What follows belongs to an exercise in optimizing a design on an open flow for small area, a short achievable clock period and few clock cycles; a production flow would make more cautious choices. The RTL was checked by simulation tests, not by an equivalence proof against the original design. No activity file was given, so power comes from the tool's default toggle rates.

==> module input_buffer, before the edit <==
module input_buffer
(
  input  logic                  clock,
  input  logic                  rst_i,
  input  logic [FLIT_WIDTH-1:0] data_i,
  input  logic                  rx_i,
  output logic                  credit_o,
  input  logic                  hdr_i,
  input  logic                  last_i,
  output logic [FLIT_WIDTH-1:0] head_o,
  output logic                  hdr_o,
  output logic                  last_o,
  output logic                  valid_o,
  output logic                  valid_next_o,
  input  logic [NUM_NODES-1:0]  own_i,     
  input  logic [NUM_NODES-1:0]  credit_i,  
  input  logic                  pop_i      
);
  credit_select u_credit (
    .valid_i  (valid_o),
    .own_i    (own_i),
    .credit_i (credit_i),
    .credit_o (credit_o)
  );
  always_ff @(posedge clock) begin
    if (rx_i) begin
      head_o <= data_i;
      hdr_o  <= hdr_i;
      last_o <= last_i;
    end
  end
  assign valid_next_o = rx_i || (valid_o && !pop_i);
  always_ff @(posedge clock) begin
    if (rst_i) begin
      valid_o <= 1'b0;
    end else begin
      valid_o <= valid_next_o;
    end
  end
endmodule
==> module packet_counter, before the edit <==
module packet_counter
(
  input  logic                  clock,
  input  logic                  rst_i,
  input  logic [FLIT_WIDTH-1:0] data_i,
  input  logic                  push_i,
  output logic                  hdr_o,
  output logic                  last_o
);
  localparam logic [1:0] P_HEADER  = 2'd0;
  localparam logic [1:0] P_SIZE    = 2'd1;
  localparam logic [1:0] P_PAYLOAD = 2'd2;
  logic [1:0] pos;
  logic [7:0] remaining;
  logic       size_zero;
  logic       rem_one;
  assign size_zero = (data_i[SIZE_COUNT_LSB+:8] == 8'd0);
  assign rem_one   = (remaining == 8'd1);
  assign hdr_o     = (pos == P_HEADER);
  assign last_o    = (pos == P_SIZE) ? size_zero : (pos == P_PAYLOAD) && rem_one;
  always_ff @(posedge clock) begin
    if (rst_i) begin
      pos       <= P_HEADER;
      remaining <= '0;
    end else if (push_i) begin
      case (pos)
        P_HEADER: pos <= P_SIZE;
        P_SIZE: begin
          remaining <= data_i[SIZE_COUNT_LSB+:8];
          pos       <= size_zero ? P_HEADER : P_PAYLOAD;
        end
        P_PAYLOAD: begin
          remaining <= remaining - 1'b1;
          if (rem_one) begin
            pos <= P_HEADER;
          end
        end
        default: pos <= P_HEADER;
      endcase
    end
  end
endmodule
==> module router, before the edit <==
module router
(
  input  logic                                 clock,
  input  logic                                 rst_i,
  input  logic [NUM_NODES-1:0][FLIT_WIDTH-1:0] data_i,
  input  logic [NUM_NODES-1:0]                 rx_i,
  output logic [NUM_NODES-1:0]                 credit_o,
  output logic [NUM_NODES-1:0][FLIT_WIDTH-1:0] data_o,
  output logic [NUM_NODES-1:0]                 tx_o,
  input  logic [NUM_NODES-1:0]                 credit_i
);
  logic [NUM_NODES-1:0][FLIT_WIDTH-1:0] head;
  logic [NUM_NODES-1:0]                 valid;
  logic [NUM_NODES-1:0]                 valid_next;
  logic [NUM_NODES-1:0]                 hdr;
  logic [NUM_NODES-1:0]                 last;
  logic [NUM_NODES-1:0]                 in_hdr;
  logic [NUM_NODES-1:0]                 in_last;
  logic [NUM_NODES-1:0]                 pop;
  logic [NUM_NODES-1:0][NUM_NODES-1:0]  own;     
  logic [NUM_NODES-1:0][NUM_NODES-1:0]  req;     
  logic [NUM_NODES-1:0][NUM_NODES-1:0]  owner;   
  logic [NUM_NODES-1:0]                 busy;
  logic [NUM_NODES-1:0]                 keep;
  logic [NUM_NODES-1:0]                 grant;
  logic [NUM_NODES-1:0]                 last_pop;
  for (genvar s = 0; s < NUM_NODES; s++) begin : g_src
    packet_counter u_counter (
      .clock  (clock),
      .rst_i  (rst_i),
      .data_i (data_i[s]),
      .push_i (rx_i[s]),
      .hdr_o  (in_hdr[s]),
      .last_o (in_last[s])
    );
    input_buffer u_buffer (
      .clock        (clock),
      .rst_i        (rst_i),
      .data_i       (data_i[s]),
      .rx_i         (rx_i[s]),
      .credit_o     (credit_o[s]),
      .hdr_i        (in_hdr[s]),
      .last_i       (in_last[s]),
      .head_o       (head[s]),
      .hdr_o        (hdr[s]),
      .last_o       (last[s]),
      .valid_o      (valid[s]),
      .valid_next_o (valid_next[s]),
      .own_i        (own[s]),
      .credit_i     (credit_i),
      .pop_i        (pop[s])
    );
    always_comb begin
      pop[s] = 1'b0;
      for (int d = 0; d < NUM_NODES; d++) begin
        own[s][d] = owner[d][s];
        pop[s]    = pop[s] | (owner[d][s] & tx_o[d]);
      end
    end
  end
  for (genvar d = 0; d < NUM_NODES; d++) begin : g_dst
    localparam logic [1:0] DX = 2'(d / DIM_Y);
    localparam logic [1:0] DY = 2'(d % DIM_Y);
    for (genvar s = 0; s < NUM_NODES; s++) begin : g_req
      assign req[d][s] = (valid[s] && hdr[s] &&
                          (head[s][HDR_DST_X_LSB+:2] == DX) &&
                          (head[s][HDR_DST_Y_LSB+:2] == DY)) ||
                         (rx_i[s] && in_hdr[s] &&
                          (data_i[s][HDR_DST_X_LSB+:2] == DX) &&
                          (data_i[s][HDR_DST_Y_LSB+:2] == DY));
    end
    switch_control u_ctrl (
      .clock      (clock),
      .rst_i      (rst_i),
      .req_i      (req[d]),
      .last_pop_i (last_pop[d]),
      .owner_o    (owner[d]),
      .busy_o     (busy[d]),
      .keep_o     (keep[d]),
      .grant_o    (grant[d])
    );
    crossbar u_xbar (
      .clock        (clock),
      .rst_i        (rst_i),
      .owner_i      (owner[d]),
      .head_i       (head),
      .last_i       (last),
      .credit_i     (credit_i[d]),
      .keep_i       (keep[d]),
      .valid_next_i (valid_next),
      .granted_i    (grant[d]),
      .data_o       (data_o[d]),
      .tx_o         (tx_o[d]),
      .last_pop_o   (last_pop[d])
    );
  end
endmodule
export LEC_CHECK = 0
export CAP_MARGIN = 20
export CELL_PAD_IN_SITES_DETAIL_PLACEMENT = 1
export CORE_MARGIN = 2
export CORE_UTILIZATION = 35
export PLACE_DENSITY = 0.55
export SETUP_SLACK_MARGIN = 2.9
export SLEW_MARGIN = 20
export TNS_END_PERCENT = 5
create_clock -name core_clock -period 6.0 [get_ports {clock}]
standard.sh (not shown) runs the stock make flow with config.mk's settings and CLKGATE_MAP_FILE= SYNTH_SCRIPT=/design/flow/synth_recipe.tcl, a recipe that flattens the netlist after the stock synthesis.
==> flow/flow/run.sh <==
#!/bin/bash
set -o pipefail
export BUFFER_PORTS_ARGS="-buffer_cell sky130_fd_sc_hd__buf_1"
export SYNTH_KEEP_MODULES="credit_select"
export FASTROUTE_TCL="$PWD/flow/fastroute.tcl"
bash standard.sh > standard.log 2>&1
==> flow/flow/fastroute.tcl <==
# Global routing resources: as the platform's fastroute.tcl, but with more
# of met1 and met2 held back, so that global routing spreads the crossbar's
# wiring onto met3-met5 and leaves the lower layers room for pin access.
set_global_routing_layer_adjustment met1-met5 0.2
set_global_routing_layer_adjustment met1 0.5
set_global_routing_layer_adjustment met2 0.4

set_routing_layers -clock $::env(MIN_CLK_ROUTING_LAYER)-$::env(MAX_ROUTING_LAYER)
set_routing_layers -signal $::env(MIN_ROUTING_LAYER)-$::env(MAX_ROUTING_LAYER)
Testbench counts at the start, summed over its fixed seeds: cycles 2,366.
Edit:
--- a/flow/design.v
+++ b/flow/design.v
@@ -17,9 +17,5 @@
   input  logic                  rx_i,
   output logic                  credit_o,
-  input  logic                  hdr_i,
-  input  logic                  last_i,
   output logic [FLIT_WIDTH-1:0] head_o,
-  output logic                  hdr_o,
-  output logic                  last_o,
   output logic                  valid_o,
   output logic                  valid_next_o,
@@ -37,6 +33,4 @@
     if (rx_i) begin
       head_o <= data_i;
-      hdr_o  <= hdr_i;
-      last_o <= last_i;
     end
   end
@@ -67,6 +61,7 @@
   input  logic [FLIT_WIDTH-1:0] data_i,
   input  logic                  push_i,
-  output logic                  hdr_o,
-  output logic                  last_o
+  output logic                  hdr_o,       
+  output logic                  head_hdr_o,  
+  output logic                  head_last_o  
 );
   localparam logic [1:0] P_HEADER  = 2'd0;
@@ -77,8 +72,9 @@
   logic       size_zero;
   logic       rem_one;
-  assign size_zero = (data_i[SIZE_COUNT_LSB+:8] == 8'd0);
-  assign rem_one   = (remaining == 8'd1);
-  assign hdr_o     = (pos == P_HEADER);
-  assign last_o    = (pos == P_SIZE) ? size_zero : (pos == P_PAYLOAD) && rem_one;
+  assign size_zero   = (data_i[SIZE_COUNT_LSB+:8] == 8'd0);
+  assign rem_one     = (remaining == 8'd1);
+  assign hdr_o       = (pos == P_HEADER);
+  assign head_hdr_o  = (pos == P_SIZE);
+  assign head_last_o = (pos == P_HEADER);
   always_ff @(posedge clock) begin
     if (rst_i) begin
@@ -215,5 +211,4 @@
   logic [NUM_NODES-1:0]                 last;
   logic [NUM_NODES-1:0]                 in_hdr;
-  logic [NUM_NODES-1:0]                 in_last;
   logic [NUM_NODES-1:0]                 pop;
   logic [NUM_NODES-1:0][NUM_NODES-1:0]  own;     
@@ -230,6 +225,7 @@
       .data_i (data_i[s]),
       .push_i (rx_i[s]),
-      .hdr_o  (in_hdr[s]),
-      .last_o (in_last[s])
+      .hdr_o       (in_hdr[s]),
+      .head_hdr_o  (hdr[s]),
+      .head_last_o (last[s])
     );
     input_buffer u_buffer (
@@ -239,9 +235,5 @@
       .rx_i         (rx_i[s]),
       .credit_o     (credit_o[s]),
-      .hdr_i        (in_hdr[s]),
-      .last_i       (in_last[s]),
       .head_o       (head[s]),
-      .hdr_o        (hdr[s]),
-      .last_o       (last[s]),
       .valid_o      (valid[s]),
       .valid_next_o (valid_next[s]),
What happened:
- The changed run finished with timing, DRC and antenna clean
- count of clock-buffer cells in the layout came out higher by 2
- worst hold slack is worse by 9.7 ps
- total power drops by 5.7%
- synthesized area came out lower by 0.82%
- combinational power decreases by about 5%
- final area decreases by 0.37%
Testbench counts after the change, summed over its fixed seeds: cycles 2,366.

-- re-timing with driven ports --
The flow's constraints put no driver on any port. The routed layouts listed below were extracted and timed again, unchanged, in two steps. Step 1 (the two cells are an assumption about what drives the block):
set clk [get_ports {clock}]
set_driving_cell -lib_cell sky130_fd_sc_hd__clkbuf_16 $clk
set_driving_cell -lib_cell sky130_fd_sc_hd__buf_2 [delete_from_list [all_inputs] $clk]
Step 2 moves the port delays by t, midway between the first and last clock arrival at a register: inputs arrive t later, outputs are due t later. That takes back most of the time a late clock gives input paths. Slacks: ideal / step 1 / step 2; pairs: ideal / step 1.
run	shift t [ns]	slack for setup (ns)	latest minus earliest clock arrival (ns)	worst register clock-pin slew, ns	worst slew at a driven data input, ns
the first run	0.710	2.299 / 2.229 / 1.885	0.032 / 0.032	0.07 / 0.07	0.25
the second run	0.669	2.192 / 2.129 / 1.980	0.034 / 0.035	0.08 / 0.08	0.22
After both steps setup and hold are still met in every run listed. For the first run, which loses most, drivers alone change the setup slack by -0.070 ns; drivers and shift together by -0.414 ns.
